Context: an optimization exercise on an open-source flow, tuned for small area. The choices shown serve that exercise and are no tape-out recipe. Function was checked by simulation only, so behaviour that the tests miss may differ from the original. Power is estimated from default activity; no workload was simulated.

$ cat config.mk
export PLATFORM = sky130hd
export DESIGN_NAME = sgd_top
export DESIGN_NICKNAME = sgd_top
export VERILOG_FILES = /design/flow/design.v
export SDC_FILE = /design/flow/constraint.sdc
export NUM_CORES = 4
export LEC_CHECK = 0
export CAP_MARGIN = 20
export CORE_MARGIN = 2
export CORE_UTILIZATION = 40
export SLEW_MARGIN = 20
$ cat constraint.sdc
create_clock -name core_clock -period 10.0 [get_ports {clk}]
set_input_delay 2.0000 -clock core_clock [delete_from_list [all_inputs] [get_ports {clk}]]
set_output_delay 2.0000 -clock core_clock [all_outputs]
set_load 0.01 [all_outputs]
$ cat design.v
`timescale 1ns/100ps
`default_nettype none
module sgd_top (
    input  wire        clk,
    input  wire        rst_n,
    input  wire        start,
    input  wire [15:0] mini_batch_size,
    input  wire [15:0] number_of_samples,
    input  wire [15:0] number_of_epochs,
    input  wire [4:0]  step_shift,
    input  wire [31:0] sample_features,
    input  wire [31:0] sample_label,
    input  wire        sample_valid,
    output wire        sample_ready,
    output wire [31:0] x_out_data,
    output wire        x_out_valid,
    input  wire        x_out_ready,
    output wire        x_out_last,
    output wire        done
);
    reg  [4:0]  ph;           
    reg         run;          
    reg         insamp;       
    reg         dact;         
    reg         ready_q;
    reg         xz;           
    reg         gact, gupd, gfirst, gfin;
    reg         om, xvalid, done_q;
    reg  [1:0]  widx;
    reg  [15:0] mbs_r, ns_r, ec_r;    
    reg  [15:0] bc_r, sc_r;           
    reg  [4:0]  sh_r;
    reg         rl_s, rl_b, ee, be, first_n;
    reg         bw_s, bw_b, bw_e, one_s, one_b, one_e;
    reg  [31:0] x0, x1, x2, x3;
    reg  [31:0] g0, g1, g2, g3;
    reg  [31:0] fr;               
    reg  [31:0] dl;               
    reg         sgn;              
    reg  [6:0]  lw;               
    reg  [5:0]  cd;               
    reg  [3:0]  cg0, cg1, cg2, cg3;
    reg         bx0, bx1, bx2, bx3;   
    wire p0  = (ph == 5'd0);
    wire p7  = (ph == 5'd7);
    wire p15 = (ph == 5'd15);
    wire p16 = (ph == 5'd16);
    wire p30 = (ph == 5'd30);
    wire p31 = (ph == 5'd31);
    wire [7:1] m;
    assign m[1] = (ph >= 5'd1);
    assign m[2] = (ph >= 5'd2);
    assign m[3] = (ph >= 5'd3);
    assign m[4] = (ph >= 5'd4);
    assign m[5] = (ph >= 5'd5);
    assign m[6] = (ph >= 5'd6);
    assign m[7] = (ph >= 5'd7);
    wire take_start = start & ~run;
    wire fend = p31 | take_start;
    wire d_on = p0 ? (insamp & sample_valid) : dact;
    wire [5:0] phs  = {1'b0, ph} + {1'b0, sh_r};
    wire       tapv = dl[5'd31 - sh_r];
    wire       L    = phs[5] ? sgn : tapv;
    wire [31:0] sf = sample_features;
    wire [7:0]  fa0 = fr[7:0];
    wire [7:0]  fa1 = fr[15:8];
    wire [7:0]  fa2 = fr[23:16];
    wire [7:0]  fa3 = fr[31:24];
    wire gb0 = g0[0] & ~gfirst;
    wire gb1 = g1[0] & ~gfirst;
    wire gb2 = g2[0] & ~gfirst;
    wire gb3 = g3[0] & ~gfirst;
    wire gn0, gn1, gn2, gn3;
    wire [3:0] cg0_n, cg1_n, cg2_n, cg3_n;
    wire upd = gact & gupd;
    wire ci0 = p0 | bx0;
    wire ci1 = p0 | bx1;
    wire ci2 = p0 | bx2;
    wire ci3 = p0 | bx3;
    wire [1:0] su0 = {1'b0, x0[0]} + {1'b0, ~gn0} + {1'b0, ci0};
    wire [1:0] su1 = {1'b0, x1[0]} + {1'b0, ~gn1} + {1'b0, ci1};
    wire [1:0] su2 = {1'b0, x2[0]} + {1'b0, ~gn2} + {1'b0, ci2};
    wire [1:0] su3 = {1'b0, x3[0]} + {1'b0, ~gn3} + {1'b0, ci3};
    wire xe0 = xz ? 1'b0 : (upd ? su0[0] : x0[0]);
    wire xe1 = xz ? 1'b0 : (upd ? su1[0] : x1[0]);
    wire xe2 = xz ? 1'b0 : (upd ? su2[0] : x2[0]);
    wire xe3 = xz ? 1'b0 : (upd ? su3[0] : x3[0]);
    wire [7:1] xw0, xw1, xw2, xw3;
    genvar t;
    generate
        for (t = 1; t < 8; t = t + 1) begin : g_win
            assign xw0[t] = x0[32-t] & m[t];
            assign xw1[t] = x1[32-t] & m[t];
            assign xw2[t] = x2[32-t] & m[t];
            assign xw3[t] = x3[32-t] & m[t];
        end
    endgenerate
    wire bsel = sample_label[ph];
    wire dbit;
    wire [5:0] cd_n;
    wire dc_w1;
    wire dc_w2;
    wire dc_w3;
    wire dc_w4;
    wire dc_w5;
    wire dc_w6;
    wire dc_w7;
    wire dc_w8;
    wire dc_w9;
    wire dc_w10;
    wire dc_w11;
    wire dc_w12;
    wire dc_w13;
    wire dc_w14;
    wire dc_w15;
    wire dc_w16;
    wire dc_w17;
    wire dc_w18;
    wire dc_w19;
    wire dc_w20;
    wire dc_w21;
    wire dc_w22;
    wire dc_w23;
    wire dc_w24;
    wire dc_w25;
    wire dc_w26;
    wire dc_w27;
    wire dc_w28;
    wire dc_w29;
    wire dc_w30;
    wire dc_w31;
    wire dc_w32;
    wire dc_w33;
    wire dc_w34;
    wire dc_w35;
    wire dc_w36;
    wire dc_w37;
    wire dc_w38;
    wire dc_w39;
    wire dc_w40;
    wire dc_w41;
    wire dc_w42;
    wire dc_w43;
    wire dc_w44;
    wire dc_w45;
    wire dc_w46;
    wire dc_w47;
    wire dc_w48;
    wire dc_w49;
    wire dc_w50;
    wire dc_w51;
    wire dc_w52;
    wire dc_w53;
    wire dc_w54;
    wire dc_w55;
    wire dc_w56;
    wire dc_w57;
    wire dc_w58;
    wire dc_w59;
    wire dc_w60;
    wire dc_w61;
    wire dc_w62;
    wire dc_w63;
    wire dc_w64;
    wire dc_w65;
    wire dc_w66;
    wire dc_w67;
    wire dc_w68;
    wire dc_w69;
    wire dc_w70;
    wire dc_w71;
    wire dc_w72;
    wire dc_w73;
    wire dc_w74;
    wire dc_w75;
    wire dc_w76;
    wire dc_w77;
    wire dc_w78;
    wire dc_w79;
    wire dc_w80;
    assign dc_w1 = (sf[0] & xe0) ^ (sf[1] & xw0[1]) ^ (sf[2] & xw0[2]);
    assign dc_w2 = ((sf[0] & xe0) & (sf[1] & xw0[1])) | ((sf[0] & xe0) & (sf[2] & xw0[2])) | ((sf[1] & xw0[1]) & (sf[2] & xw0[2]));
    assign dc_w3 = (sf[3] & xw0[3]) ^ (sf[4] & xw0[4]) ^ (sf[5] & xw0[5]);
    assign dc_w4 = ((sf[3] & xw0[3]) & (sf[4] & xw0[4])) | ((sf[3] & xw0[3]) & (sf[5] & xw0[5])) | ((sf[4] & xw0[4]) & (sf[5] & xw0[5]));
    assign dc_w5 = (sf[6] & xw0[6]) ^ (sf[7] & ~xw0[7] & m[7]) ^ (sf[7] & p7);
    assign dc_w6 = ((sf[6] & xw0[6]) & (sf[7] & ~xw0[7] & m[7])) | ((sf[6] & xw0[6]) & (sf[7] & p7)) | ((sf[7] & ~xw0[7] & m[7]) & (sf[7] & p7));
    assign dc_w7 = (sf[8] & xe1) ^ (sf[9] & xw1[1]) ^ (sf[10] & xw1[2]);
    assign dc_w8 = ((sf[8] & xe1) & (sf[9] & xw1[1])) | ((sf[8] & xe1) & (sf[10] & xw1[2])) | ((sf[9] & xw1[1]) & (sf[10] & xw1[2]));
    assign dc_w9 = (sf[11] & xw1[3]) ^ (sf[12] & xw1[4]) ^ (sf[13] & xw1[5]);
    assign dc_w10 = ((sf[11] & xw1[3]) & (sf[12] & xw1[4])) | ((sf[11] & xw1[3]) & (sf[13] & xw1[5])) | ((sf[12] & xw1[4]) & (sf[13] & xw1[5]));
    assign dc_w11 = (sf[14] & xw1[6]) ^ (sf[15] & ~xw1[7] & m[7]) ^ (sf[15] & p7);
    assign dc_w12 = ((sf[14] & xw1[6]) & (sf[15] & ~xw1[7] & m[7])) | ((sf[14] & xw1[6]) & (sf[15] & p7)) | ((sf[15] & ~xw1[7] & m[7]) & (sf[15] & p7));
    assign dc_w13 = (sf[16] & xe2) ^ (sf[17] & xw2[1]) ^ (sf[18] & xw2[2]);
    assign dc_w14 = ((sf[16] & xe2) & (sf[17] & xw2[1])) | ((sf[16] & xe2) & (sf[18] & xw2[2])) | ((sf[17] & xw2[1]) & (sf[18] & xw2[2]));
    assign dc_w15 = (sf[19] & xw2[3]) ^ (sf[20] & xw2[4]) ^ (sf[21] & xw2[5]);
    assign dc_w16 = ((sf[19] & xw2[3]) & (sf[20] & xw2[4])) | ((sf[19] & xw2[3]) & (sf[21] & xw2[5])) | ((sf[20] & xw2[4]) & (sf[21] & xw2[5]));
    assign dc_w17 = (sf[22] & xw2[6]) ^ (sf[23] & ~xw2[7] & m[7]) ^ (sf[23] & p7);
    assign dc_w18 = ((sf[22] & xw2[6]) & (sf[23] & ~xw2[7] & m[7])) | ((sf[22] & xw2[6]) & (sf[23] & p7)) | ((sf[23] & ~xw2[7] & m[7]) & (sf[23] & p7));
    assign dc_w19 = (sf[24] & xe3) ^ (sf[25] & xw3[1]) ^ (sf[26] & xw3[2]);
    assign dc_w20 = ((sf[24] & xe3) & (sf[25] & xw3[1])) | ((sf[24] & xe3) & (sf[26] & xw3[2])) | ((sf[25] & xw3[1]) & (sf[26] & xw3[2]));
    assign dc_w21 = (sf[27] & xw3[3]) ^ (sf[28] & xw3[4]) ^ (sf[29] & xw3[5]);
    assign dc_w22 = ((sf[27] & xw3[3]) & (sf[28] & xw3[4])) | ((sf[27] & xw3[3]) & (sf[29] & xw3[5])) | ((sf[28] & xw3[4]) & (sf[29] & xw3[5]));
    assign dc_w23 = (sf[30] & xw3[6]) ^ (sf[31] & ~xw3[7] & m[7]) ^ (sf[31] & p7);
    assign dc_w24 = ((sf[30] & xw3[6]) & (sf[31] & ~xw3[7] & m[7])) | ((sf[30] & xw3[6]) & (sf[31] & p7)) | ((sf[31] & ~xw3[7] & m[7]) & (sf[31] & p7));
    assign dc_w25 = ~bsel ^ p0 ^ cd[0];
    assign dc_w26 = (~bsel & p0) | (~bsel & cd[0]) | (p0 & cd[0]);
    assign dc_w27 = dc_w1 ^ dc_w3 ^ dc_w5;
    assign dc_w28 = (dc_w1 & dc_w3) | (dc_w1 & dc_w5) | (dc_w3 & dc_w5);
    assign dc_w29 = dc_w7 ^ dc_w9 ^ dc_w11;
    assign dc_w30 = (dc_w7 & dc_w9) | (dc_w7 & dc_w11) | (dc_w9 & dc_w11);
    assign dc_w31 = dc_w13 ^ dc_w15 ^ dc_w17;
    assign dc_w32 = (dc_w13 & dc_w15) | (dc_w13 & dc_w17) | (dc_w15 & dc_w17);
    assign dc_w33 = dc_w19 ^ dc_w21 ^ dc_w23;
    assign dc_w34 = (dc_w19 & dc_w21) | (dc_w19 & dc_w23) | (dc_w21 & dc_w23);
    assign dc_w35 = dc_w2 ^ dc_w4 ^ dc_w6;
    assign dc_w36 = (dc_w2 & dc_w4) | (dc_w2 & dc_w6) | (dc_w4 & dc_w6);
    assign dc_w37 = dc_w8 ^ dc_w10 ^ dc_w12;
    assign dc_w38 = (dc_w8 & dc_w10) | (dc_w8 & dc_w12) | (dc_w10 & dc_w12);
    assign dc_w39 = dc_w14 ^ dc_w16 ^ dc_w18;
    assign dc_w40 = (dc_w14 & dc_w16) | (dc_w14 & dc_w18) | (dc_w16 & dc_w18);
    assign dc_w41 = dc_w20 ^ dc_w22 ^ dc_w24;
    assign dc_w42 = (dc_w20 & dc_w22) | (dc_w20 & dc_w24) | (dc_w22 & dc_w24);
    assign dc_w43 = dc_w27 ^ dc_w29 ^ dc_w31;
    assign dc_w44 = (dc_w27 & dc_w29) | (dc_w27 & dc_w31) | (dc_w29 & dc_w31);
    assign dc_w45 = dc_w28 ^ dc_w30 ^ dc_w32;
    assign dc_w46 = (dc_w28 & dc_w30) | (dc_w28 & dc_w32) | (dc_w30 & dc_w32);
    assign dc_w47 = dc_w34 ^ dc_w35 ^ dc_w37;
    assign dc_w48 = (dc_w34 & dc_w35) | (dc_w34 & dc_w37) | (dc_w35 & dc_w37);
    assign dc_w49 = dc_w39 ^ dc_w41 ^ dc_w26;
    assign dc_w50 = (dc_w39 & dc_w41) | (dc_w39 & dc_w26) | (dc_w41 & dc_w26);
    assign dc_w51 = dc_w36 ^ dc_w38 ^ dc_w40;
    assign dc_w52 = (dc_w36 & dc_w38) | (dc_w36 & dc_w40) | (dc_w38 & dc_w40);
    assign dc_w53 = dc_w43 ^ dc_w33 ^ dc_w25;
    assign dc_w54 = (dc_w43 & dc_w33) | (dc_w43 & dc_w25) | (dc_w33 & dc_w25);
    assign dc_w55 = dc_w44 ^ dc_w45 ^ dc_w47;
    assign dc_w56 = (dc_w44 & dc_w45) | (dc_w44 & dc_w47) | (dc_w45 & dc_w47);
    assign dc_w57 = dc_w46 ^ dc_w48 ^ dc_w50;
    assign dc_w58 = (dc_w46 & dc_w48) | (dc_w46 & dc_w50) | (dc_w48 & dc_w50);
    assign dc_w59 = dc_w51 ^ dc_w42 ^ cd[2];
    assign dc_w60 = (dc_w51 & dc_w42) | (dc_w51 & cd[2]) | (dc_w42 & cd[2]);
    assign dc_w61 = dc_w54 ^ dc_w55 ^ dc_w49;
    assign dc_w62 = (dc_w54 & dc_w55) | (dc_w54 & dc_w49) | (dc_w55 & dc_w49);
    assign dc_w63 = dc_w56 ^ dc_w57 ^ dc_w59;
    assign dc_w64 = (dc_w56 & dc_w57) | (dc_w56 & dc_w59) | (dc_w57 & dc_w59);
    assign dc_w65 = dc_w58 ^ dc_w60 ^ dc_w52;
    assign dc_w66 = (dc_w58 & dc_w60) | (dc_w58 & dc_w52) | (dc_w60 & dc_w52);
    assign dc_w67 = dc_w64 ^ dc_w65 ^ cd[3];
    assign dc_w68 = (dc_w64 & dc_w65) | (dc_w64 & cd[3]) | (dc_w65 & cd[3]);
    assign dc_w69 = dc_w68 ^ dc_w66 ^ cd[4];
    assign dc_w70 = (dc_w68 & dc_w66) | (dc_w68 & cd[4]) | (dc_w66 & cd[4]);
    assign dc_w71 = dc_w61 ^ cd[1];
    assign dc_w72 = dc_w61 & cd[1];
    assign dc_w73 = dc_w62 ^ dc_w63 ^ dc_w72;
    assign dc_w74 = (dc_w62 & dc_w63) | (dc_w62 & dc_w72) | (dc_w63 & dc_w72);
    assign dc_w75 = dc_w67 ^ dc_w74;
    assign dc_w76 = dc_w67 & dc_w74;
    assign dc_w77 = dc_w69 ^ dc_w76;
    assign dc_w78 = dc_w69 & dc_w76;
    assign dc_w79 = dc_w70 ^ cd[5] ^ dc_w78;
    assign dc_w80 = (dc_w70 & cd[5]) | (dc_w70 & dc_w78) | (cd[5] & dc_w78);
    assign dbit = dc_w53;
    assign cd_n = {dc_w80, dc_w79, dc_w77, dc_w75, dc_w73, dc_w71};
    wire gc0_w1;
    wire gc0_w2;
    wire gc0_w3;
    wire gc0_w4;
    wire gc0_w5;
    wire gc0_w6;
    wire gc0_w7;
    wire gc0_w8;
    wire gc0_w9;
    wire gc0_w10;
    wire gc0_w11;
    wire gc0_w12;
    wire gc0_w13;
    wire gc0_w14;
    wire gc0_w15;
    wire gc0_w16;
    wire gc0_w17;
    wire gc0_w18;
    wire gc0_w19;
    wire gc0_w20;
    wire gc0_w21;
    wire gc0_w22;
    assign gc0_w1 = (fa0[0] & L) ^ (fa0[1] & lw[0] & m[1]) ^ (fa0[2] & lw[1] & m[2]);
    assign gc0_w2 = ((fa0[0] & L) & (fa0[1] & lw[0] & m[1])) | ((fa0[0] & L) & (fa0[2] & lw[1] & m[2])) | ((fa0[1] & lw[0] & m[1]) & (fa0[2] & lw[1] & m[2]));
    assign gc0_w3 = (fa0[3] & lw[2] & m[3]) ^ (fa0[4] & lw[3] & m[4]) ^ (fa0[5] & lw[4] & m[5]);
    assign gc0_w4 = ((fa0[3] & lw[2] & m[3]) & (fa0[4] & lw[3] & m[4])) | ((fa0[3] & lw[2] & m[3]) & (fa0[5] & lw[4] & m[5])) | ((fa0[4] & lw[3] & m[4]) & (fa0[5] & lw[4] & m[5]));
    assign gc0_w5 = (fa0[6] & lw[5] & m[6]) ^ (fa0[7] & ~lw[6] & m[7]) ^ (fa0[7] & p7);
    assign gc0_w6 = ((fa0[6] & lw[5] & m[6]) & (fa0[7] & ~lw[6] & m[7])) | ((fa0[6] & lw[5] & m[6]) & (fa0[7] & p7)) | ((fa0[7] & ~lw[6] & m[7]) & (fa0[7] & p7));
    assign gc0_w7 = gc0_w1 ^ gc0_w3 ^ gc0_w5;
    assign gc0_w8 = (gc0_w1 & gc0_w3) | (gc0_w1 & gc0_w5) | (gc0_w3 & gc0_w5);
    assign gc0_w9 = gc0_w2 ^ gc0_w4 ^ gc0_w6;
    assign gc0_w10 = (gc0_w2 & gc0_w4) | (gc0_w2 & gc0_w6) | (gc0_w4 & gc0_w6);
    assign gc0_w11 = gc0_w7 ^ gb0 ^ cg0[0];
    assign gc0_w12 = (gc0_w7 & gb0) | (gc0_w7 & cg0[0]) | (gb0 & cg0[0]);
    assign gc0_w13 = gc0_w8 ^ gc0_w9 ^ cg0[1];
    assign gc0_w14 = (gc0_w8 & gc0_w9) | (gc0_w8 & cg0[1]) | (gc0_w9 & cg0[1]);
    assign gc0_w15 = gc0_w14 ^ gc0_w10 ^ cg0[2];
    assign gc0_w16 = (gc0_w14 & gc0_w10) | (gc0_w14 & cg0[2]) | (gc0_w10 & cg0[2]);
    assign gc0_w17 = gc0_w12 ^ gc0_w13;
    assign gc0_w18 = gc0_w12 & gc0_w13;
    assign gc0_w19 = gc0_w15 ^ gc0_w18;
    assign gc0_w20 = gc0_w15 & gc0_w18;
    assign gc0_w21 = gc0_w16 ^ cg0[3] ^ gc0_w20;
    assign gc0_w22 = (gc0_w16 & cg0[3]) | (gc0_w16 & gc0_w20) | (cg0[3] & gc0_w20);
    assign gn0 = gc0_w11;
    assign cg0_n = {gc0_w22, gc0_w21, gc0_w19, gc0_w17};
    wire gc1_w1;
    wire gc1_w2;
    wire gc1_w3;
    wire gc1_w4;
    wire gc1_w5;
    wire gc1_w6;
    wire gc1_w7;
    wire gc1_w8;
    wire gc1_w9;
    wire gc1_w10;
    wire gc1_w11;
    wire gc1_w12;
    wire gc1_w13;
    wire gc1_w14;
    wire gc1_w15;
    wire gc1_w16;
    wire gc1_w17;
    wire gc1_w18;
    wire gc1_w19;
    wire gc1_w20;
    wire gc1_w21;
    wire gc1_w22;
    assign gc1_w1 = (fa1[0] & L) ^ (fa1[1] & lw[0] & m[1]) ^ (fa1[2] & lw[1] & m[2]);
    assign gc1_w2 = ((fa1[0] & L) & (fa1[1] & lw[0] & m[1])) | ((fa1[0] & L) & (fa1[2] & lw[1] & m[2])) | ((fa1[1] & lw[0] & m[1]) & (fa1[2] & lw[1] & m[2]));
    assign gc1_w3 = (fa1[3] & lw[2] & m[3]) ^ (fa1[4] & lw[3] & m[4]) ^ (fa1[5] & lw[4] & m[5]);
    assign gc1_w4 = ((fa1[3] & lw[2] & m[3]) & (fa1[4] & lw[3] & m[4])) | ((fa1[3] & lw[2] & m[3]) & (fa1[5] & lw[4] & m[5])) | ((fa1[4] & lw[3] & m[4]) & (fa1[5] & lw[4] & m[5]));
    assign gc1_w5 = (fa1[6] & lw[5] & m[6]) ^ (fa1[7] & ~lw[6] & m[7]) ^ (fa1[7] & p7);
    assign gc1_w6 = ((fa1[6] & lw[5] & m[6]) & (fa1[7] & ~lw[6] & m[7])) | ((fa1[6] & lw[5] & m[6]) & (fa1[7] & p7)) | ((fa1[7] & ~lw[6] & m[7]) & (fa1[7] & p7));
    assign gc1_w7 = gc1_w1 ^ gc1_w3 ^ gc1_w5;
    assign gc1_w8 = (gc1_w1 & gc1_w3) | (gc1_w1 & gc1_w5) | (gc1_w3 & gc1_w5);
    assign gc1_w9 = gc1_w2 ^ gc1_w4 ^ gc1_w6;
    assign gc1_w10 = (gc1_w2 & gc1_w4) | (gc1_w2 & gc1_w6) | (gc1_w4 & gc1_w6);
    assign gc1_w11 = gc1_w7 ^ gb1 ^ cg1[0];
    assign gc1_w12 = (gc1_w7 & gb1) | (gc1_w7 & cg1[0]) | (gb1 & cg1[0]);
    assign gc1_w13 = gc1_w8 ^ gc1_w9 ^ cg1[1];
    assign gc1_w14 = (gc1_w8 & gc1_w9) | (gc1_w8 & cg1[1]) | (gc1_w9 & cg1[1]);
    assign gc1_w15 = gc1_w14 ^ gc1_w10 ^ cg1[2];
    assign gc1_w16 = (gc1_w14 & gc1_w10) | (gc1_w14 & cg1[2]) | (gc1_w10 & cg1[2]);
    assign gc1_w17 = gc1_w12 ^ gc1_w13;
    assign gc1_w18 = gc1_w12 & gc1_w13;
    assign gc1_w19 = gc1_w15 ^ gc1_w18;
    assign gc1_w20 = gc1_w15 & gc1_w18;
    assign gc1_w21 = gc1_w16 ^ cg1[3] ^ gc1_w20;
    assign gc1_w22 = (gc1_w16 & cg1[3]) | (gc1_w16 & gc1_w20) | (cg1[3] & gc1_w20);
    assign gn1 = gc1_w11;
    assign cg1_n = {gc1_w22, gc1_w21, gc1_w19, gc1_w17};
    wire gc2_w1;
    wire gc2_w2;
    wire gc2_w3;
    wire gc2_w4;
    wire gc2_w5;
    wire gc2_w6;
    wire gc2_w7;
    wire gc2_w8;
    wire gc2_w9;
    wire gc2_w10;
    wire gc2_w11;
    wire gc2_w12;
    wire gc2_w13;
    wire gc2_w14;
    wire gc2_w15;
    wire gc2_w16;
    wire gc2_w17;
    wire gc2_w18;
    wire gc2_w19;
    wire gc2_w20;
    wire gc2_w21;
    wire gc2_w22;
    assign gc2_w1 = (fa2[0] & L) ^ (fa2[1] & lw[0] & m[1]) ^ (fa2[2] & lw[1] & m[2]);
    assign gc2_w2 = ((fa2[0] & L) & (fa2[1] & lw[0] & m[1])) | ((fa2[0] & L) & (fa2[2] & lw[1] & m[2])) | ((fa2[1] & lw[0] & m[1]) & (fa2[2] & lw[1] & m[2]));
    assign gc2_w3 = (fa2[3] & lw[2] & m[3]) ^ (fa2[4] & lw[3] & m[4]) ^ (fa2[5] & lw[4] & m[5]);
    assign gc2_w4 = ((fa2[3] & lw[2] & m[3]) & (fa2[4] & lw[3] & m[4])) | ((fa2[3] & lw[2] & m[3]) & (fa2[5] & lw[4] & m[5])) | ((fa2[4] & lw[3] & m[4]) & (fa2[5] & lw[4] & m[5]));
    assign gc2_w5 = (fa2[6] & lw[5] & m[6]) ^ (fa2[7] & ~lw[6] & m[7]) ^ (fa2[7] & p7);
    assign gc2_w6 = ((fa2[6] & lw[5] & m[6]) & (fa2[7] & ~lw[6] & m[7])) | ((fa2[6] & lw[5] & m[6]) & (fa2[7] & p7)) | ((fa2[7] & ~lw[6] & m[7]) & (fa2[7] & p7));
    assign gc2_w7 = gc2_w1 ^ gc2_w3 ^ gc2_w5;
    assign gc2_w8 = (gc2_w1 & gc2_w3) | (gc2_w1 & gc2_w5) | (gc2_w3 & gc2_w5);
    assign gc2_w9 = gc2_w2 ^ gc2_w4 ^ gc2_w6;
    assign gc2_w10 = (gc2_w2 & gc2_w4) | (gc2_w2 & gc2_w6) | (gc2_w4 & gc2_w6);
    assign gc2_w11 = gc2_w7 ^ gb2 ^ cg2[0];
    assign gc2_w12 = (gc2_w7 & gb2) | (gc2_w7 & cg2[0]) | (gb2 & cg2[0]);
    assign gc2_w13 = gc2_w8 ^ gc2_w9 ^ cg2[1];
    assign gc2_w14 = (gc2_w8 & gc2_w9) | (gc2_w8 & cg2[1]) | (gc2_w9 & cg2[1]);
    assign gc2_w15 = gc2_w14 ^ gc2_w10 ^ cg2[2];
    assign gc2_w16 = (gc2_w14 & gc2_w10) | (gc2_w14 & cg2[2]) | (gc2_w10 & cg2[2]);
    assign gc2_w17 = gc2_w12 ^ gc2_w13;
    assign gc2_w18 = gc2_w12 & gc2_w13;
    assign gc2_w19 = gc2_w15 ^ gc2_w18;
    assign gc2_w20 = gc2_w15 & gc2_w18;
    assign gc2_w21 = gc2_w16 ^ cg2[3] ^ gc2_w20;
    assign gc2_w22 = (gc2_w16 & cg2[3]) | (gc2_w16 & gc2_w20) | (cg2[3] & gc2_w20);
    assign gn2 = gc2_w11;
    assign cg2_n = {gc2_w22, gc2_w21, gc2_w19, gc2_w17};
    wire gc3_w1;
    wire gc3_w2;
    wire gc3_w3;
    wire gc3_w4;
    wire gc3_w5;
    wire gc3_w6;
    wire gc3_w7;
    wire gc3_w8;
    wire gc3_w9;
    wire gc3_w10;
    wire gc3_w11;
    wire gc3_w12;
    wire gc3_w13;
    wire gc3_w14;
    wire gc3_w15;
    wire gc3_w16;
    wire gc3_w17;
    wire gc3_w18;
    wire gc3_w19;
    wire gc3_w20;
    wire gc3_w21;
    wire gc3_w22;
    assign gc3_w1 = (fa3[0] & L) ^ (fa3[1] & lw[0] & m[1]) ^ (fa3[2] & lw[1] & m[2]);
    assign gc3_w2 = ((fa3[0] & L) & (fa3[1] & lw[0] & m[1])) | ((fa3[0] & L) & (fa3[2] & lw[1] & m[2])) | ((fa3[1] & lw[0] & m[1]) & (fa3[2] & lw[1] & m[2]));
    assign gc3_w3 = (fa3[3] & lw[2] & m[3]) ^ (fa3[4] & lw[3] & m[4]) ^ (fa3[5] & lw[4] & m[5]);
    assign gc3_w4 = ((fa3[3] & lw[2] & m[3]) & (fa3[4] & lw[3] & m[4])) | ((fa3[3] & lw[2] & m[3]) & (fa3[5] & lw[4] & m[5])) | ((fa3[4] & lw[3] & m[4]) & (fa3[5] & lw[4] & m[5]));
    assign gc3_w5 = (fa3[6] & lw[5] & m[6]) ^ (fa3[7] & ~lw[6] & m[7]) ^ (fa3[7] & p7);
    assign gc3_w6 = ((fa3[6] & lw[5] & m[6]) & (fa3[7] & ~lw[6] & m[7])) | ((fa3[6] & lw[5] & m[6]) & (fa3[7] & p7)) | ((fa3[7] & ~lw[6] & m[7]) & (fa3[7] & p7));
    assign gc3_w7 = gc3_w1 ^ gc3_w3 ^ gc3_w5;
    assign gc3_w8 = (gc3_w1 & gc3_w3) | (gc3_w1 & gc3_w5) | (gc3_w3 & gc3_w5);
    assign gc3_w9 = gc3_w2 ^ gc3_w4 ^ gc3_w6;
    assign gc3_w10 = (gc3_w2 & gc3_w4) | (gc3_w2 & gc3_w6) | (gc3_w4 & gc3_w6);
    assign gc3_w11 = gc3_w7 ^ gb3 ^ cg3[0];
    assign gc3_w12 = (gc3_w7 & gb3) | (gc3_w7 & cg3[0]) | (gb3 & cg3[0]);
    assign gc3_w13 = gc3_w8 ^ gc3_w9 ^ cg3[1];
    assign gc3_w14 = (gc3_w8 & gc3_w9) | (gc3_w8 & cg3[1]) | (gc3_w9 & cg3[1]);
    assign gc3_w15 = gc3_w14 ^ gc3_w10 ^ cg3[2];
    assign gc3_w16 = (gc3_w14 & gc3_w10) | (gc3_w14 & cg3[2]) | (gc3_w10 & cg3[2]);
    assign gc3_w17 = gc3_w12 ^ gc3_w13;
    assign gc3_w18 = gc3_w12 & gc3_w13;
    assign gc3_w19 = gc3_w15 ^ gc3_w18;
    assign gc3_w20 = gc3_w15 & gc3_w18;
    assign gc3_w21 = gc3_w16 ^ cg3[3] ^ gc3_w20;
    assign gc3_w22 = (gc3_w16 & cg3[3]) | (gc3_w16 & gc3_w20) | (cg3[3] & gc3_w20);
    assign gn3 = gc3_w11;
    assign cg3_n = {gc3_w22, gc3_w21, gc3_w19, gc3_w17};
    always @(posedge clk) begin
        dl  <= {dl[30:0], dbit};
        lw  <= {lw[5:0], L};
        if (p31) sgn <= dbit;
        cd  <= fend ? 6'd0 : cd_n;
        cg0 <= fend ? 4'd0 : cg0_n;
        cg1 <= fend ? 4'd0 : cg1_n;
        cg2 <= fend ? 4'd0 : cg2_n;
        cg3 <= fend ? 4'd0 : cg3_n;
        bx0 <= su0[1];
        bx1 <= su1[1];
        bx2 <= su2[1];
        bx3 <= su3[1];
        g0 <= {gact ? gn0 : g0[0], g0[31:1]};
        g1 <= {gact ? gn1 : g1[0], g1[31:1]};
        g2 <= {gact ? gn2 : g2[0], g2[31:1]};
        g3 <= {gact ? gn3 : g3[0], g3[31:1]};
        x0 <= {xe0, x0[31:1]};
        if (!om) begin
            x1 <= {xe1, x1[31:1]};
            x2 <= {xe2, x2[31:1]};
            x3 <= {xe3, x3[31:1]};
        end
    end
    wire final_edge = gact & gfin & p31;
    wire xfer = xvalid & x_out_ready;
    always @(posedge clk) begin
        if (d_on & p31)
            fr <= sample_features;
        else if (final_edge)
            fr <= {xe0, x0[31:1]};
        else if (xfer)
            fr <= (widx == 2'd0) ? x1 : (widx == 2'd1) ? x2 : x3;
    end
    wire cwin = d_on & ~ph[4];
    wire es   = rl_s ? ns_r[0] : sc_r[0];
    wire eb   = rl_b ? mbs_r[0] : bc_r[0];
    wire bws  = p0 | bw_s;
    wire bwb  = p0 | bw_b;
    wire os   = p0 ? es : (one_s & ~es);
    wire ob   = p0 ? eb : (one_b & ~eb);
    wire ewin = d_on & ph[4] & ee;
    wire bwe  = p16 | bw_e;
    wire oe   = p16 ? ec_r[0] : (one_e & ~ec_r[0]);
    wire fin_now = ee & oe;
    always @(posedge clk) begin
        if (take_start) begin
            mbs_r <= mini_batch_size;
            ns_r  <= number_of_samples;
            ec_r  <= number_of_epochs;
            sh_r  <= step_shift;
        end else begin
            mbs_r <= {mbs_r[0], mbs_r[15:1]};
            ns_r  <= {ns_r[0], ns_r[15:1]};
            ec_r  <= {ewin ? (ec_r[0] ^ bwe) : ec_r[0], ec_r[15:1]};
        end
        sc_r  <= {cwin ? (es ^ bws) : sc_r[0], sc_r[15:1]};
        bc_r  <= {cwin ? (eb ^ bwb) : bc_r[0], bc_r[15:1]};
        bw_s  <= bws & ~es;
        bw_b  <= bwb & ~eb;
        bw_e  <= bwe & ~ec_r[0];
        one_s <= os;
        one_b <= ob;
        one_e <= oe;
    end
    always @(posedge clk) begin
        if (!rst_n) begin
            ph      <= 5'd0;
            run     <= 1'b0;
            insamp  <= 1'b0;
            dact    <= 1'b0;
            ready_q <= 1'b0;
            gact    <= 1'b0;
            om      <= 1'b0;
            xvalid  <= 1'b0;
            done_q  <= 1'b0;
        end else begin
            ph      <= take_start ? 5'd0 : ph + 5'd1;
            ready_q <= d_on & p30;
            if (take_start) begin
                run    <= 1'b1;
                insamp <= 1'b1;
                done_q <= 1'b0;
                dact   <= 1'b0;
                gact   <= 1'b0;
                om     <= 1'b0;
            end else begin
                if (p0) dact <= insamp & sample_valid;
                if (p31) begin
                    dact <= 1'b0;
                    gact <= d_on;
                    if (d_on & fin_now) insamp <= 1'b0;
                end
                if (final_edge) begin
                    om     <= 1'b1;
                    xvalid <= 1'b1;
                end else if (xfer & (widx == 2'd3)) begin
                    om     <= 1'b0;
                    xvalid <= 1'b0;
                    done_q <= 1'b1;
                    run    <= 1'b0;
                end
            end
        end
    end
    always @(posedge clk) begin
        if (take_start) begin
            rl_s <= 1'b1;
            rl_b <= 1'b1;
            xz   <= 1'b1;
        end else begin
            if (p31) xz <= 1'b0;
            if (cwin & p15) begin
                rl_s    <= os;
                rl_b    <= os | ob;
                ee      <= os;
                be      <= os | ob;
                first_n <= rl_b;
            end
        end
        if (p31) begin
            gupd   <= be;
            gfirst <= first_n;
            gfin   <= fin_now;
        end
        if (final_edge) widx <= 2'd0;
        else if (xfer) widx <= widx + 2'd1;
    end
    assign sample_ready = ready_q;
    assign x_out_data   = fr;
    assign x_out_valid  = xvalid;
    assign x_out_last   = (widx == 2'd3);
    assign done         = done_q;
endmodule
`default_nettype wire
$ cat run.sh
#!/bin/bash
# synth_recipe.tcl (not shown) runs the flow's synth.tcl, then flattens the netlist and writes it again
# the make line also repeats each setting of config.mk as NAME=value (left out here)
make -C /OpenROAD-flow-scripts/flow DESIGN_CONFIG=/design/flow/config.mk WORK_HOME=/design/flow/orfs CLKGATE_MAP_FILE= SYNTH_SCRIPT=/design/flow/synth_recipe.tcl finish
==> summary.txt, run 1 <==
PostCTS Resize Cnt=0; GPL Wtd Cong=a little under 0.9; Post-Synth XOR/XNOR Area=0.157%; Die Height=208 microns; wire length on met3=about 2100 microns; DR pass1 iterations=5; total of max-cap violations=0; P_leak=8.80 nW; post-layout instance area=0.0205 sq mm; CTS tree=done; Synth Instances=~1.3k; area of placed instances=0.0188 sq mm; crit path launch=sh_r[0]$_DFFE_PP_; initial core utilization=40.8%; dominant synthesized flop cell=dfxtp_1; I/O Buffers=157; antenna-violating nets left=0; routed via count=between 9k and 10k; Switch Pwr=roughly 0.90 mW; Hold Slack=0.321 ns; hpwl dp=25500 microns; Least-Margin Pin Slew=0.730 ns; Total Routing Usage GR=17.0%; crit path launch type=flip-flop; Synth area leaders=dfxtp_1, edfxtp_1, fa_1, nand2_1, mux2i_1; H-tree Lvls=2; Yosys top cell area share=39.4%; Final Max Slew Viols=0; Reg clk slew, reported paths=around 0.060 ns; initial DRC count=701; post-synth top area cell=dfxtp_1; Distinct cells, synth=49; Pint=3.34 mW; most common cell in the synthesized netlist=dfxtp_1; post-DR vias/cell=4.77; FMAX=109 MHz; Tot Pwr=~4.2 mW; clk buf depth=3; Die ar.=around 0.043 sq mm; crit end category=flip-flop; combinational family with the most area after synthesis=simple AND/OR/NAND/NOR gates; syn_nets=1568; Flop pwr share=50.7%; maximum VDD drop=0.000114 V; Hold-fix buffers, CTS=0; Synth top cells by count=dfxtp_1, nand2_1, edfxtp_1; CTS Sinks=469; clock network fraction of total power=43.6%; Routed WL=36000 microns; Synth async-reset ratio=0%; critical path class=reg2reg; Die Wd=208 microns; Arr. time, crit path=about 9.6 ns; Critical R2R Launch=sh_r[0]$_DFFE_PP_; layout cells sized above 1=8.03%; final period utilization=91.5%; Simple-Gate Fraction of Synth Area=approximately an eighth; worst reg-to-reg setup slack=0.85 ns; outcome=finished clean; worst hold path startpoint=g2[4]$_DFF_P_; initial antenna violation count=2; vias in the first global route=10.2k; Mapped Area=0.0167 sq mm; register area share after synthesis=64.6%; CTS buffer count=47; worst reg-to-reg path cell count=27; Avg Synthesized Cell Area=12.5 sq um; adder-cell share of the synthesized area=between 10% and 20%; Highest Signal Layer=met4; Switching Share=21.2%; RSZ-0062 raised after global routing=false; Crit Path Max Fanout=11; setup_tns=0 ns; Final Critical Period=between 9 and 10 ns; Worst R2R End=cd[4]$_SDFF_PP0_; # Post-CTS Setup Buffers=0; IO Pins=158; Hold Path Class=reg2reg; Clock Skew=0.0169 ns; post-synthesis compound-gate area fraction=3.84%; M1 wire length=between 15000 and 20000 microns; total of warnings raised by yosys=1; synthesized flop and latch total=approximately 470; fillers=~3.6k; most used cell along the critical path=fa_1; clk root buf=clkbuf_16; DRC Markers=0; # nets final=1733; Rel. slew slack=between 50% and 60%; worst skew pair latency=0.56 ns; Critical Path RT=approximately 10 ns; cell row count=74; global-route wire length before repair=56600 microns; slowest stage delay, CP=0.72 ns; Critical Path Sink=cd[4]$_SDFF_PP0_; number of synthesized flops with an enable pin=140; met2 WL=around 17000 microns; core area=0.0410 sq mm; Pwr per Cell Area=207 mW/mm^2; Comb pwr share=5.7%; GRT overflow=0; synth-to-layout area growth=22.7%; Wirelength per Cell=17.3 microns; Final Setup Violations=0; final hold vios=0; pin count of the biggest net entering global routing=65; mux cell area share after synthesis=~4.6%; slowest stage cell, crit path=edfxtp_1
==> placed cells by master (no fill, tap or decap), types with 3 or more instances in the layout <==
| cell type | synthesis | final |
|---|---|---|
| a31oi_1 | 33 | 33 |
| clkinv_2 | 0 | 9 |
| mux2_2 | 3 | 3 |
| o21ai_0 | 38 | 38 |
| and3_1 | 43 | 43 |
| ha_1 | 27 | 25 |
| inv_1 | 91 | 90 |
| nor2_1 | 53 | 53 |
| clkinv_4 | 0 | 4 |
| clkbuf_1 | 37 | 4 |
| inv_4 | 0 | 3 |
| nor3b_1 | 4 | 4 |
| nand3_1 | 18 | 18 |
| mux4_2 | 15 | 15 |
| clkdlybuf4s50_1 | 0 | 157 |
| fa_1 | 77 | 77 |
| or2_2 | 4 | 4 |
| and2_1 | 31 | 31 |
| dfxtp_1 | 329 | 329 |
| mux2i_1 | 38 | 38 |
| a21boi_0 | 6 | 6 |
| nand2b_1 | 18 | 16 |
| a21oi_1 | 19 | 19 |
| nand4_1 | 3 | 3 |
| clkbuf_16 | 0 | 50 |
| bufinv_16 | 0 | 6 |
| edfxtp_1 | 140 | 140 |
| buf_4 | 4 | 12 |
| nand2_1 | 271 | 271 |
| clkbuf_8 | 0 | 7 |
==> stage by stage <==
step	cells	worst slack, ns	util (%)
floorplan	1342	1.66	-
global placement	1990	0.919	45.9
detailed placement	1990	0.827	45.9
CTS	2077	0.759	49.9
global route	2078	0.274	50.0
finish	2078	0.849	50.0
==> worst max-delay path, delay by kind of cell, from the launching register on <==
| family | cells | cell delay (ns) |
|---|---|---|
| adder cells (fa/ha/maj) | 14 | 5.95 |
| flip-flops | 1 | 0.72 |
| multiplexers | 2 | 1.01 |
| AO/OA/AOI/OAI | 4 | 0.84 |
| buffers and inverters | 4 | 0.20 |
| AND/OR/NAND/NOR | 3 | 0.34 |
==> power groups by stage <==
| stage | clock, mW | sequential [mW] | combinational [mW] |
|---|---|---|---|
| after global placement | 0 | 2.19 | 0.239 |
| after detailed placement | 0 | 2.19 | 0.244 |
| after global routing | 1.97 | 2.17 | 0.277 |
| final | 1.85 | 2.15 | 0.243 |
| after CTS | 1.90 | 2.15 | 0.246 |
| after floorplan | 0 | 2.17 | 0.148 |
==> per-layer routing <==
layer / up-vias / GRT usage (%)
met2: 250 / 27.4
met1: 4823 / 22.6
met5: - / 0
met4: 0 / 6.50
li1: 4761 / -
met3: 76 / 3.52
==> how the worst min path moves through the flow <==
| stage | slack (ns) | endpoint | depth (start not counted) |
|---|---|---|---|
| 2_1_floorplan | 0.31 | bc_r[0]$_DFF_P_ | 0 |
| 3_3_place_gp | 0.31 | sc_r[10]$_DFF_P_ | 0 |
| 4_1_cts | 0.32 | g0[0]$_DFF_P_ | 0 |
| 3_5_place_dp | 0.31 | g1[5]$_DFF_P_ | 0 |
| 5_1_grt | 0.33 | g0[0]$_DFF_P_ | 0 |
| 6_report | 0.32 | g2[3]$_DFF_P_ | 0 |
==> flip-flops by register name, summed over array words and instances, names as in the netlist, 6 cells and up <==
signal,count
ec_r,16
x0,32
g2,32
x1,32
bc_r,16
cd,6
sc_r,16
x2,32
x3,32
g0,32
lw,7
g1,32
ns_r,16
mbs_r,16
fr,32
g3,32
dl,32
==> logic make-up (layout without fill, tap and decap cells) <==
| group | Yosys count | count (layout) |
|---|---|---|
| other | 0 | 1 |
| adder cells (fa/ha/maj) | 104 | 104 |
| buffers and inverters | 145 | 348 |
| XOR/XNOR | 3 | 3 |
| multiplexers | 57 | 57 |
| flip-flops | 469 | 469 |
| AND/OR/NAND/NOR | 455 | 455 |
| AO/OA/AOI/OAI | 109 | 109 |
==> layout make-up <==
cell class	instances	area [sq um]	area share [%]
timing repair buffer	169	1660	8.10
inverter	92	347	1.69
clock buffer	61	1360	6.64
tap	532	666	3.25
multi-input combinational	728	5370	26.2
antenna	1	2.50	0.0122
clock inverter	26	305	1.49
sequential	469	10800	52.6
==> run 2: changes to the inputs <==
--- a/config.mk
+++ b/config.mk
@@ -10,2 +10,4 @@
 export CORE_UTILIZATION = 40
+export CTS_BUF_LIST = sky130_fd_sc_hd__clkbuf_4
+export CTS_CLUSTER_SIZE = 30
 export SLEW_MARGIN = 20
==> summary.txt, run 2 <==
outcome=finished clean; global-route wire length before repair=57900 microns; Crit Path Max Fanout=11; Comb pwr share=6.1%; setup_tns=0 ns; synth-to-layout area growth=22.0%; Synth top cells by count=dfxtp_1, nand2_1, edfxtp_1; Wirelength per Cell=16.6 microns; initial antenna violation count=4; dominant synthesized flop cell=dfxtp_1; I/O Buffers=approximately 160; Clock Skew=around 0.05 ns; Simple-Gate Fraction of Synth Area=between 10% and 20%; GRT overflow=0; Yosys top cell area share=39.4%; Synth Instances=1342; Final Max Slew Viols=0; clock network fraction of total power=40.2%; Die ar.=approximately 0.043 sq mm; final hold vios=0; maximum VDD drop=0.000103 V; buffers and inverters on the worst path=4; Distinct cells, synth=49; syn_nets=approximately 1.6k; synthesized flop and latch total=approximately 470; P_leak=between 8 and 9 nW; Hold Path Class=reg2reg; adder-cell share of the synthesized area=11.2%; post-synth top area cell=dfxtp_1; Reg clk slew, reported paths=0.07 ns; Rel. slew slack=51.2%; post-synthesis compound-gate area fraction=3.84%; Mapped Area=0.0167 sq mm; Least-Margin Pin Slew=between 0.7 and 0.8 ns; crit path launch type=flip-flop; Total Routing Usage GR=17.4%; mux cell area share after synthesis=4.58%; initial DRC count=just under 600; dpl ws=0.827 ns; Pwr per Cell Area=196 mW/mm^2; critical path class=reg2reg; fillers=~3.7k; Synth async-reset ratio=0%; total of warnings raised by yosys=1; IO Pins=158; # nets final=1800; initial core utilization=between 40% and 50%; cell row count=74; slowest stage cell, crit path=edfxtp_1; RSZ-0062 raised after global routing=false; GPL Wtd Cong=0.868; worst skew pair latency=0.82 ns; area of the multi-input gates=~0.0054 sq mm; Post-Synth XOR/XNOR Area=0.157%; Switch Pwr=0.923 mW; FMAX=109 MHz; Switching Share=23.1%; slowest stage delay, CP=about 0.71 ns; Hold-fix buffers, CTS=0; clk root buf=clkbuf_4; DRC Markers=0; most used cell along the critical path=fa_1; hpwl dp=25500 microns; vias in the first global route=10.9k; CTS buffer count=between 100 and 150; Pint=3.08 mW; Synth area leaders=dfxtp_1, edfxtp_1, fa_1, nand2_1, mux2i_1; register area share after synthesis=64.6%; Final Setup Violations=0; combinational family with the most area after synthesis=simple AND/OR/NAND/NOR gates; Final Critical Period=9.14 ns; Critical Path RT=10.69 ns; DR pass1 iterations=6; delay-heaviest family, CP=adder cells; PostCTS Resize Cnt=0; worst setup margin=0.855 ns; total of max-cap violations=0; pin count of the biggest net entering global routing=65; sequential cell area=0.0108 sq mm; most frequent cells in the layout=dfxtp_1, nand2_1, clkbuf_4; # Post-CTS Setup Buffers=0; Flop pwr share=a little over half; commonest non-fill, non-tap cell in the layout=dfxtp_1; most common cell in the synthesized netlist=dfxtp_1; core area=0.0410 sq mm; Routed WL=36700 microns; post-DR vias/cell=4.68; antenna-violating nets left=0; Die Wd=208 microns; Avg Synthesized Cell Area=12.5 sq um; clk buf depth=3; H-tree Lvls=3; Arr. time, crit path=9.83 ns; Die Height=around 210 microns; CTS tree=done; final period utilization=between 90% and 100%; number of synthesized flops with an enable pin=140; crit end category=flip-flop; routed via count=10.3k; layout cells sized above 1=a little over an eighth; CTS Sinks=around 470
run 2: final timing paths:
path | start | end | slack, ns | cells after the start
setup reg to reg | sh_r[0]$_DFFE_PP_ | cd[4]$_SDFF_PP0_ | 0.86 | 27
setup / recovery | sh_r[0]$_DFFE_PP_ | cd[4]$_SDFF_PP0_ | 0.86 | 27
hold / removal | g3[31]$_DFF_P_ | g3[30]$_DFF_P_ | 0.31 | 0
hold reg to reg | g3[31]$_DFF_P_ | g3[30]$_DFF_P_ | 0.31 | 0
run 2: layout make-up:
type                    count  share of cell area (%)
well taps                 532                    3.26
flip-flops and latches    469                    52.9
repair buffers            169                    8.15
clock inverters            46                    1.34
multi-input cells         728                    26.4
diodes                      4                  0.0491
inverters                  92                    1.70
clock buffers             169                    6.22
run 2: cell families (layout without fill, tap and decap cells):
family / count (synthesis) / after routing
AO/OA/AOI/OAI: 109 / 109
XOR/XNOR: 3 / 3
adder cells (fa/ha/maj): 104 / 104
buffers and inverters: 145 / 476
flip-flops: 469 / 469
multiplexers: 57 / 57
other: 0 / 4
AND/OR/NAND/NOR: 455 / 455
run 2: metal layers:
layer / GRT usage, % / wire (microns) / part of all wire (%) / vias up
li1: - / - / - / 4997
met3: 5.21 / 2610 / 7.1 / 71
met2: 27.8 / 17200 / 47 / 309
met4: 6.77 / 903 / 2.5 / 0
met5: 0 / 0 / 0 / -
met1: 22.3 / 16000 / 44 / 4955
run 2: per-stage QoR:
stage | instances | hold slack [ns] | util, % | instance area, sq um | power [mW]
final | 2209 | 0.314 | 49.7 | 20400 | 4.00
after global routing | 2209 | 0.318 | 49.7 | 20400 | 4.21
after CTS | 2205 | 0.314 | 49.6 | 20400 | 4.06
after detailed placement | 1990 | 0.312 | 45.9 | 18800 | 2.44
after global placement | 1990 | 0.310 | 45.9 | 18800 | 2.43
after floorplan | 1342 | 0.310 | - | 16700 | 2.32
run 2: power by group through the flow:
stage / Sequential, mW / Clock, mW / Combinational [mW]
floorplan: 2.17 / 0 / 0.148
global placement: 2.19 / 0 / 0.239
detailed placement: 2.19 / 0 / 0.244
CTS: 2.15 / 1.66 / 0.246
global route: 2.17 / 1.77 / 0.276
finish: 2.15 / 1.61 / 0.243
run 2: worst reg2reg max path: cells and delay by family (launching register included):
kind / cells / cell delay [ns]
adder cells (fa/ha/maj): 14 / 5.97
AND/OR/NAND/NOR: 3 / 0.34
AO/OA/AOI/OAI: 4 / 0.82
buffers and inverters: 4 / 0.20
flip-flops: 1 / 0.71
multiplexers: 2 / 1.01
==> run 3: changes to the inputs <==
==> flow/run.sh (new file) <==
#!/bin/bash
# Standard layout, with single-drive port buffers and a clock tree without dummy loads.
set -euo pipefail
cd "$(dirname "$0")/.."
bash standard.sh \
  BUFFER_PORTS_ARGS="-buffer_cell sky130_fd_sc_hd__buf_1" \
  CTS_ARGS="-sink_clustering_enable -repair_clock_nets -dont_use_dummy_load -buf_list sky130_fd_sc_hd__clkbuf_8 -sink_clustering_size 20 -sink_clustering_max_diameter 45" \
  finish > flow_make.log 2>&1
==> standard.sh (new file) <==
#!/bin/bash
# synth_recipe.tcl (not shown) runs the flow's synth.tcl, then flattens the netlist and writes it again
# the make line also repeats each setting of config.mk as NAME=value (left out here)
make -C /OpenROAD-flow-scripts/flow DESIGN_CONFIG=/design/flow/config.mk WORK_HOME=/design/flow/orfs CLKGATE_MAP_FILE= SYNTH_SCRIPT=/design/flow/synth_recipe.tcl "${@:-finish}"
--- a/config.mk
+++ b/config.mk
@@ -9,5 +9,3 @@
 export CORE_MARGIN = 2
-export CORE_UTILIZATION = 40
-export CTS_BUF_LIST = sky130_fd_sc_hd__clkbuf_4
-export CTS_CLUSTER_SIZE = 30
+export CORE_UTILIZATION = 65
 export SLEW_MARGIN = 20
removed: run.sh
==> summary.txt, run 3 <==
GRT overflow=0; crit path launch type=flip-flop; Critical Path RT=10.43 ns; Mapped Area=0.0167 sq mm; clk root buf=clkbuf_8; Die Wd=between 150 and 200 microns; pin count of the biggest net entering global routing=93; Final Max Slew Viols=0; Arr. time, crit path=9.61 ns; # Post-CTS Setup Buffers=0; final hold vios=0; synth-to-layout area growth=8.68%; Simple-Gate Fraction of Synth Area=12.1%; Post-Synth XOR/XNOR Area=0.157%; register area share after synthesis=64.6%; Wirelength per Cell=about 18 microns; Yosys top cell area share=39.4%; hpwl dp=approximately 23000 microns; PostCTS Resize Cnt=0; crit end category=flip-flop; mux cell area share after synthesis=4.58%; core area=0.0252 sq mm; setup_tns=0 ns; CTS tree=done; antenna-violating nets left=0; DRC Markers=0; GPL Wtd Cong=0.945; P_leak=7.84 nW; routed via count=about 9.8k; clk buf depth=3; synthesized flop and latch total=469; I/O Buffers=157; Synth top cells by count=dfxtp_1, nand2_1, edfxtp_1; placed insts=1787; worst skew pair latency=0.58 ns; Hold-fix buffers, CTS=0; CTS Sinks=469; Synth async-reset ratio=0%; Rel. slew slack=43.1%; layout cells sized above 1=5.61%; Final Critical Period=9.19 ns; Reg clk slew, reported paths=0.10 ns; number of synthesized flops with an enable pin=140; Avg Synthesized Cell Area=12.5 sq um; initial core utilization=66.4%; Pwr per Cell Area=about 180 mW/mm^2; Distinct cells, synth=49; commonest non-fill, non-tap cell in the layout=dfxtp_1; IO Pins=~160; DR pass1 iterations=5; final period utilization=91.9%; Die Height=164 microns; combinational family with the most area after synthesis=simple AND/OR/NAND/NOR gates; adder-cell share of the synthesized area=11.2%; Crit Path Max Fanout=11; Total Routing Usage GR=25.1%; Die ar.=approximately 0.027 sq mm; RSZ-0062 raised after global routing=false; most common cell in the synthesized netlist=dfxtp_1; Final Setup Violations=0; post-layout instance area=0.0182 sq mm; global-route wire length before repair=51000 microns; Synth area leaders=dfxtp_1, edfxtp_1, fa_1, nand2_1, mux2i_1; Routed WL=around 33000 microns; cell row count=58; total of max-cap violations=0; post-route core utilization=72.1%; Synth Instances=1342; initial antenna violation count=1; post-DR vias/cell=between 5 and 6; H-tree Lvls=2; maximum VDD drop=0.000177 V; # nets final=approximately 1.7k; Hold Path Class=reg2reg; syn_nets=1568; Least-Margin Pin Slew=0.854 ns; FMAX=109 MHz; outcome=finished clean; total of warnings raised by yosys=1; CTS buffer count=41; diodes inserted=0; critical path class=reg2reg; Clock Skew=0.0600 ns; Layout Cells excl Fill=about 1.8k; area of placed instances=0.0176 sq mm; post-synth top area cell=dfxtp_1; most frequent cells in the layout=dfxtp_1, nand2_1, buf_1; vias in the first global route=between 9k and 10k; initial DRC count=794; post-synthesis compound-gate area fraction=3.84%; dominant synthesized flop cell=dfxtp_1
-- run 3: cell counts after synthesis --
No cell type changed its count.
-- run 3: layer usage --
| layer | vias to the layer above | global-route usage, % | part of all wire, % |
|---|---|---|---|
| li1 | 4697 | - | - |
| met1 | 4710 | 36.2 | 46 |
| met2 | 287 | 38.4 | 45 |
| met3 | 71 | 5.40 | 7.1 |
| met4 | 0 | 7.93 | 2.6 |
| met5 | - | 0 | 0 |
-- run 3: cells by family (layout without fill, tap and decap cells) --
logic type,after synthesis,after routing
compound gates,109,109
xor+xnor,3,3
fa+ha+maj,104,104
buf+inv,145,301
flops,469,469
mux,57,57
simple gates,455,455
-- run 3: path summary, 6_finish.rpt --
check,start,to,slack (ns),cells after the start
setup / recovery,sh_r[0]$_DFFE_PP_,cd[4]$_SDFF_PP0_,0.81,27
hold / removal,g2[18]$_DFF_P_,g2[17]$_DFF_P_,0.29,0
setup reg to reg,sh_r[0]$_DFFE_PP_,cd[4]$_SDFF_PP0_,0.81,27
hold reg to reg,g2[18]$_DFF_P_,g2[17]$_DFF_P_,0.29,0
-- run 3: layout make-up --
type	instances	area, sq um
inverter	92	347
clock buffer	41	564
tap	330	413
timing repair buffer	168	676
multi-input combinational	728	5380
fill	1832	7020
sequential	469	10800
-- run 3: per-stage QoR --
stage	setup WS (ns)	hold WS, ns	power (mW)
2_1_floorplan	1.66	0.310	2.32
3_3_place_gp	0.955	0.310	2.39
3_5_place_dp	0.795	0.312	2.40
4_1_cts	0.789	0.285	3.30
5_1_grt	0.399	0.292	3.41
6_report	0.811	0.289	3.27
-- run 3: worst max-delay path, cell delays in order, from the launching register on --
cell,delay [ns]
edfxtp_1,0.71
mux4_2,0.58
a22oi_1,0.20
a31oi_1,0.13
mux2i_1,0.43
a21boi_0,0.22
fa_1,0.56
inv_1,0.05
fa_1,0.56
fa_1,0.45
fa_1,0.51
nand3_1,0.08
a21oi_1,0.32
nand2_1,0.14
fa_1,0.52
fa_1,0.46
fa_1,0.57
inv_1,0.06
fa_1,0.49
inv_1,0.06
fa_1,0.50
inv_1,0.04
ha_1,0.18
fa_1,0.36
ha_1,0.19
ha_1,0.19
fa_1,0.41
and2_1,0.14
-- run 3: report_power, final --
| part | internal [mW] | switching, mW |
|---|---|---|
| logic | 0.0973 | 0.108 |
| clock network | 0.367 | 0.547 |
| registers | 2.09 | 0.0611 |
==> run 4: changes to the inputs <==
--- a/config.mk
+++ b/config.mk
@@ -9,3 +9,3 @@
 export CORE_MARGIN = 2
-export CORE_UTILIZATION = 65
+export CORE_UTILIZATION = 40
 export SLEW_MARGIN = 20
==> summary.txt, run 4 <==
global-route wire length before repair=55500 microns; core area=slightly above 0.04 sq mm; Arr. time, crit path=9.63 ns; PostCTS Resize Cnt=0; Worst R2R End=cd[4]$_SDFF_PP0_; area of the multi-input gates=0.00537 sq mm; most common cell in the synthesized netlist=dfxtp_1; Pwr per Cell Area=181 mW/mm^2; Die Wd=roughly 210 microns; Hold Path Class=reg2reg; most used cell along the critical path=fa_1; Final Critical Period=9.17 ns; CTS buffer count=45; GRT overflow=0; worst reg-to-reg setup slack=roughly 0.83 ns; Flop pwr share=64.3%; post-synth top area cell=dfxtp_1; layout cells sized above 1=about 5.8%; Tot Pwr=~3.3 mW; Switching Share=22.5%; Yosys top cell area share=39.4%; crit end category=flip-flop; routed via count=approximately 9.8k; number of synthesized flops with an enable pin=140; total of max-cap violations=0; # nets final=1730; CTS tree=done; crit path launch=sh_r[0]$_DFFE_PP_; initial antenna violation count=1; setup_tns=0 ns; mux cell area share after synthesis=4.58%; Pint=2.59 mW; Post-Synth XOR/XNOR Area=less than 1%; most frequent cells in the layout=dfxtp_1, nand2_1, buf_1; Mapped Area=0.0167 sq mm; antenna-violating nets left=0; worst setup margin=slightly above 0.8 ns; synth-to-layout area growth=10.5%; worst skew pair latency=around 0.64 ns; Least-Margin Pin Slew=0.957 ns; DRC Markers=0; hpwl dp=25000 microns; GPL Wtd Cong=approximately 0.9; H-tree Lvls=2; worst hold path startpoint=g2[7]$_DFF_P_; Comb pwr share=6.3%; Routed WL=35300 microns; post-synthesis compound-gate area fraction=roughly 3.8%; pin count of the biggest net entering global routing=68; maximum VDD drop=0.000129 V; syn_nets=1568; Synth async-reset ratio=0%; Final Setup Violations=0; Wirelength per Cell=17.4 microns; Final Max Slew Viols=0; final period utilization=91.7%; DR pass1 iterations=5; clk root buf=clkbuf_8; Critical Path Sink=cd[4]$_SDFF_PP0_; register area share after synthesis=64.6%; adder-cell share of the synthesized area=between 10% and 20%; Critical R2R Launch=sh_r[0]$_DFFE_PP_; # Post-CTS Setup Buffers=0; Distinct cells, synth=49; Rel. slew slack=36.1%; final hold vios=0; critical path class=reg2reg; dominant synthesized flop cell=dfxtp_1; cell row count=74; combinational family with the most area after synthesis=simple AND/OR/NAND/NOR gates; Die ar.=0.0434 sq mm; initial DRC count=a little over 700; Crit Path Max Fanout=11; synthesized flop and latch total=between 400 and 500; IO Pins=~160; worst reg-to-reg path cell count=28; commonest non-fill, non-tap cell in the layout=dfxtp_1; I/O Buffers=157; post-DR vias/cell=4.82; slowest stage cell, crit path=edfxtp_1; outcome=finished clean; Switch Pwr=0.753 mW; P_leak=about 7.9 nW; diodes inserted=0; crit path launch type=flip-flop; CTS Sinks=~470; FMAX=109 MHz; total of warnings raised by yosys=1; initial core utilization=~40%; Hold Slack=0.271 ns; vias in the first global route=9959; Synth top cells by count=dfxtp_1, nand2_1, edfxtp_1; fillers=roughly 3.7k; clk buf depth=3; Reg clk slew, reported paths=0.10 ns; clock network fraction of total power=29.4%; Synth area leaders=dfxtp_1, edfxtp_1, fa_1, nand2_1, mux2i_1; Total Routing Usage GR=~17%; RSZ-0062 raised after global routing=false; Clock Skew=roughly 0.10 ns; slowest stage delay, CP=0.70 ns; Hold-fix buffers, CTS=0; Critical Path RT=10.46 ns; dpl ws=0.724 ns; Simple-Gate Fraction of Synth Area=~12%; Avg Synthesized Cell Area=12.5 sq um; sequential cell area=0.0108 sq mm; Synth Instances=about 1.3k; Die Height=208 microns
## run 4: cell counts after synthesis
Identical to the previous run, type by type.
## run 4: power by group through the flow
stage	Combinational, mW	Sequential [mW]	Clock (mW)
2_1_floorplan	0.148	2.17	0
3_3_place_gp	0.206	2.19	0
6_report	0.210	2.15	0.983
4_1_cts	0.213	2.15	1.02
3_5_place_dp	0.212	2.19	0
5_1_grt	0.239	2.17	1.09
## run 4: cell families (layout without fill, tap and decap cells)
family / after synthesis / in the layout
simple gates: 455 / 455
flops: 469 / 469
buf+inv: 145 / 305
fa+ha+maj: 104 / 104
mux: 57 / 57
xor+xnor: 3 / 3
compound gates: 109 / 109
## run 4: worst min path at each step
stage                 endpoint  slack, ns  cells past startpoint
3_5_place_dp     g0[4]$_DFF_P_       0.31                      0
6_report         g2[6]$_DFF_P_       0.27                      0
5_1_grt          g2[6]$_DFF_P_       0.28                      0
4_1_cts          g2[6]$_DFF_P_       0.27                      0
3_3_place_gp   sc_r[0]$_DFF_P_       0.31                      0
2_1_floorplan  bc_r[0]$_DFF_P_       0.31                      0
## run 4: worst max-delay path: cells and delay by family, from the launching register on
family / cells / cell delay (ns)
buffers and inverters: 5 / 0.27
and+or+nand+nor: 3 / 0.43
muxes: 2 / 1.02
AOI/OAI and AO/OA: 4 / 0.65
DFF: 1 / 0.70
adders and majority gates: 14 / 6.00
## run 4: layout make-up
cell class | count | area share [%]
flip-flops and latches | 469 | 58.4
multi-input cells | 728 | 29.1
repair buffers | 168 | 3.64
well taps | 532 | 3.60
clock buffers | 45 | 3.35
inverters | 92 | 1.88
## run 4: stage by stage
step                utilization (%)  cell area [sq um]  std cells
finish                         45.0              18500       2034
global route                   45.0              18500       2034
CTS                            45.0              18400       2034
detailed placement             43.5              17800       1989
global placement               43.5              17800       1989
floorplan                         -              16700       1342
## run 4: per-layer routing
metal  global-route usage, %  up-vias  wire length, microns
met5                       0        -                     0
met2                    27.1      261                 16500
met4                    4.76        0                   807
li1                        -     4695                     -
met3                    4.23       61                  2460
met1                    21.7     4790                 15500
==> run 5: changes to the inputs <==
==> flow/run.sh (replaced) <==
#!/bin/bash
# Standard layout, with single-drive port buffers and a clock tree without dummy loads.
set -euo pipefail
cd "$(dirname "$0")/.."
bash standard.sh \
  BUFFER_PORTS_ARGS="-buffer_cell sky130_fd_sc_hd__buf_1" \
  CTS_ARGS="-sink_clustering_enable -repair_clock_nets -dont_use_dummy_load -buf_list sky130_fd_sc_hd__clkbuf_4 -sink_clustering_size 12 -sink_clustering_max_diameter 35" \
  finish > flow_make.log 2>&1
--- a/config.mk
+++ b/config.mk
@@ -9,3 +9,3 @@
 export CORE_MARGIN = 2
-export CORE_UTILIZATION = 40
+export CORE_UTILIZATION = 65
 export SLEW_MARGIN = 20
==> summary.txt, run 5 <==
RSZ-0062 raised after global routing=false; Wirelength per Cell=about 18 microns; worst reg-to-reg setup slack=roughly 0.78 ns; Synth area leaders=dfxtp_1, edfxtp_1, fa_1, nand2_1, mux2i_1; commonest non-fill, non-tap cell in the layout=dfxtp_1; Reg clk slew, reported paths=approximately 0.1 ns; synthesized flop and latch total=469; # nets final=1740; Routed WL=between 30000 and 40000 microns; antenna-violating nets left=0; pin count of the biggest net entering global routing=93; Pwr per Cell Area=175 mW/mm^2; most frequent cells in the layout=dfxtp_1, nand2_1, buf_1; Hold-fix buffers, CTS=0; dominant synthesized flop cell=dfxtp_1; Comb pwr share=6.5%; H-tree Lvls=2; Die Height=164 microns; P_leak=7.80 nW; Final Setup Violations=0; vias in the first global route=between 9k and 10k; layout cells sized above 1=under 10%; Critical Path RT=10.55 ns; Arr. time, crit path=about 10 ns; outcome=finished clean; Distinct cells, synth=49; Die Wd=164 microns; final hold vios=0; syn_nets=1568; Avg Synthesized Cell Area=roughly 12 sq um; number of synthesized flops with an enable pin=140; GPL Wtd Cong=0.945; register area share after synthesis=64.6%; area of placed instances=between 0.015 and 0.02 sq mm; CTS buffer count=55; Switching Share=about 22%; post-DR vias/cell=between 5 and 6; Total Routing Usage GR=25.2%; Hold Path Class=reg2reg; CTS Sinks=between 400 and 500; initial antenna violation count=2; Mapped Area=0.0167 sq mm; Crit Path Max Fanout=11; FMAX=108 MHz; total of warnings raised by yosys=1; crit path launch type=flip-flop; Tot Pwr=3.15 mW; slowest stage delay, CP=0.72 ns; routed via count=just under 10k; PostCTS Resize Cnt=0; final period utilization=92.2%; Pint=2.44 mW; GRT overflow=0; most used cell along the critical path=fa_1; Rel. slew slack=43.0%; Synth Instances=1342; worst skew pair latency=0.73 ns; DR pass1 iterations=5; Least-Margin Pin Slew=0.855 ns; Synth async-reset ratio=0%; CTS tree=done; crit end category=flip-flop; core area=0.0252 sq mm; clk root buf=clkbuf_4; synth-to-layout area growth=7.78%; global-route wire length before repair=approximately 50000 microns; cell row count=58; hpwl dp=between 20000 and 25000 microns; post-synth top area cell=dfxtp_1; Final Critical Period=around 9.2 ns; maximum VDD drop=0.000143 V; Clock Skew=0.0971 ns; Synth top cells by count=dfxtp_1, nand2_1, edfxtp_1; most common cell in the synthesized netlist=dfxtp_1; total of max-cap violations=0; Final Max Slew Viols=0; # Post-CTS Setup Buffers=0; setup_tns=0 ns; clock network fraction of total power=around 25%; Yosys top cell area share=39.4%; Flop pwr share=68.4%; I/O Buffers=157; initial DRC count=between 700 and 800; Die ar.=0.0270 sq mm; DRC Markers=0; initial core utilization=between 60 and 70%; critical path class=reg2reg; Switch Pwr=0.706 mW; slowest stage cell, crit path=edfxtp_1; post-layout instance area=0.0180 sq mm; fillers=1859; clk buf depth=3; IO Pins=158
## run 5: area by class of cell
type	count	area [sq um]	area share, %
Inverter	92	347	1.92
Clock buffer	55	413	2.29
Tap cell	330	413	2.29
Multi-Input combinational cell	728	5380	29.8
Sequential cell	469	10800	59.9
Timing Repair Buffer	168	676	3.75
Antenna cell	1	2.50	0.0139
## run 5: cell families (layout without fill, tap and decap cells)
| group | after synthesis | after routing | share of synthesized area (%) |
|---|---|---|---|
| buffers and inverters | 145 | 315 | 3.48 |
| multiplexers | 57 | 57 | 4.58 |
| AO/OA/AOI/OAI | 109 | 109 | 3.84 |
| AND/OR/NAND/NOR | 455 | 455 | 12.1 |
| other | 0 | 1 | 0 |
| XOR/XNOR | 3 | 3 | 0.157 |
| adder cells (fa/ha/maj) | 104 | 104 | 11.2 |
| flip-flops | 469 | 469 | 64.6 |
## run 5: layer usage
| metal | track usage (%) | vias up | part of all wire [%] |
|---|---|---|---|
| met5 | 0 | - | 0 |
| met4 | 8.13 | 0 | 2.6 |
| met3 | 5.35 | 78 | 7.5 |
| met2 | 38.6 | 309 | 45 |
| met1 | 36.2 | 4688 | 45 |
| li1 | - | 4744 | - |
## run 5: worst paths after layout
path | end | depth (start not counted) | from
setup reg to reg | cd[4]$_SDFF_PP0_ | 27 | sh_r[0]$_DFFE_PP_
hold reg to reg | g3[8]$_DFF_P_ | 0 | g3[9]$_DFF_P_
setup / recovery | cd[4]$_SDFF_PP0_ | 27 | sh_r[0]$_DFFE_PP_
hold / removal | g3[8]$_DFF_P_ | 0 | g3[9]$_DFF_P_
## run 5: power by group through the flow
stage          clock network (mW)  registers (mW)  logic (mW)
2_1_floorplan                   0            2.17       0.148
3_3_place_gp                    0            2.19       0.201
3_5_place_dp                    0            2.19       0.207
4_1_cts                     0.818            2.15       0.209
5_1_grt                     0.890            2.17       0.236
6_report                    0.789            2.15       0.206
## run 5: per-stage QoR
step / instances / hold slack [ns] / util, % / worst slack [ns]
finish: 1843 / 0.287 / 71.5 / 0.781
global route: 1843 / 0.292 / 71.5 / 0.353
CTS: 1842 / 0.294 / 71.4 / 0.743
detailed placement: 1787 / 0.312 / 69.8 / 0.795
global placement: 1787 / 0.310 / 69.8 / 0.955
floorplan: 1342 / 0.310 / - / 1.66
## run 5: critical path: cells and delay by family, from the launching register on
kind	cells	cell delay (ns)
AOI/OAI and AO/OA	4	0.87
adders and majority gates	14	5.95
buffers and inverters	4	0.20
DFF	1	0.72
muxes	2	1.00
and+or+nand+nor	3	0.35

Setup slack of run 5, layout unchanged: 0.781 ns with ideal ports, 0.781 ns with driving cells assumed (clock clkbuf_16, inputs buf_2), 0.781 ns with port delays also shifted by the 0.734 ns mid clock arrival.
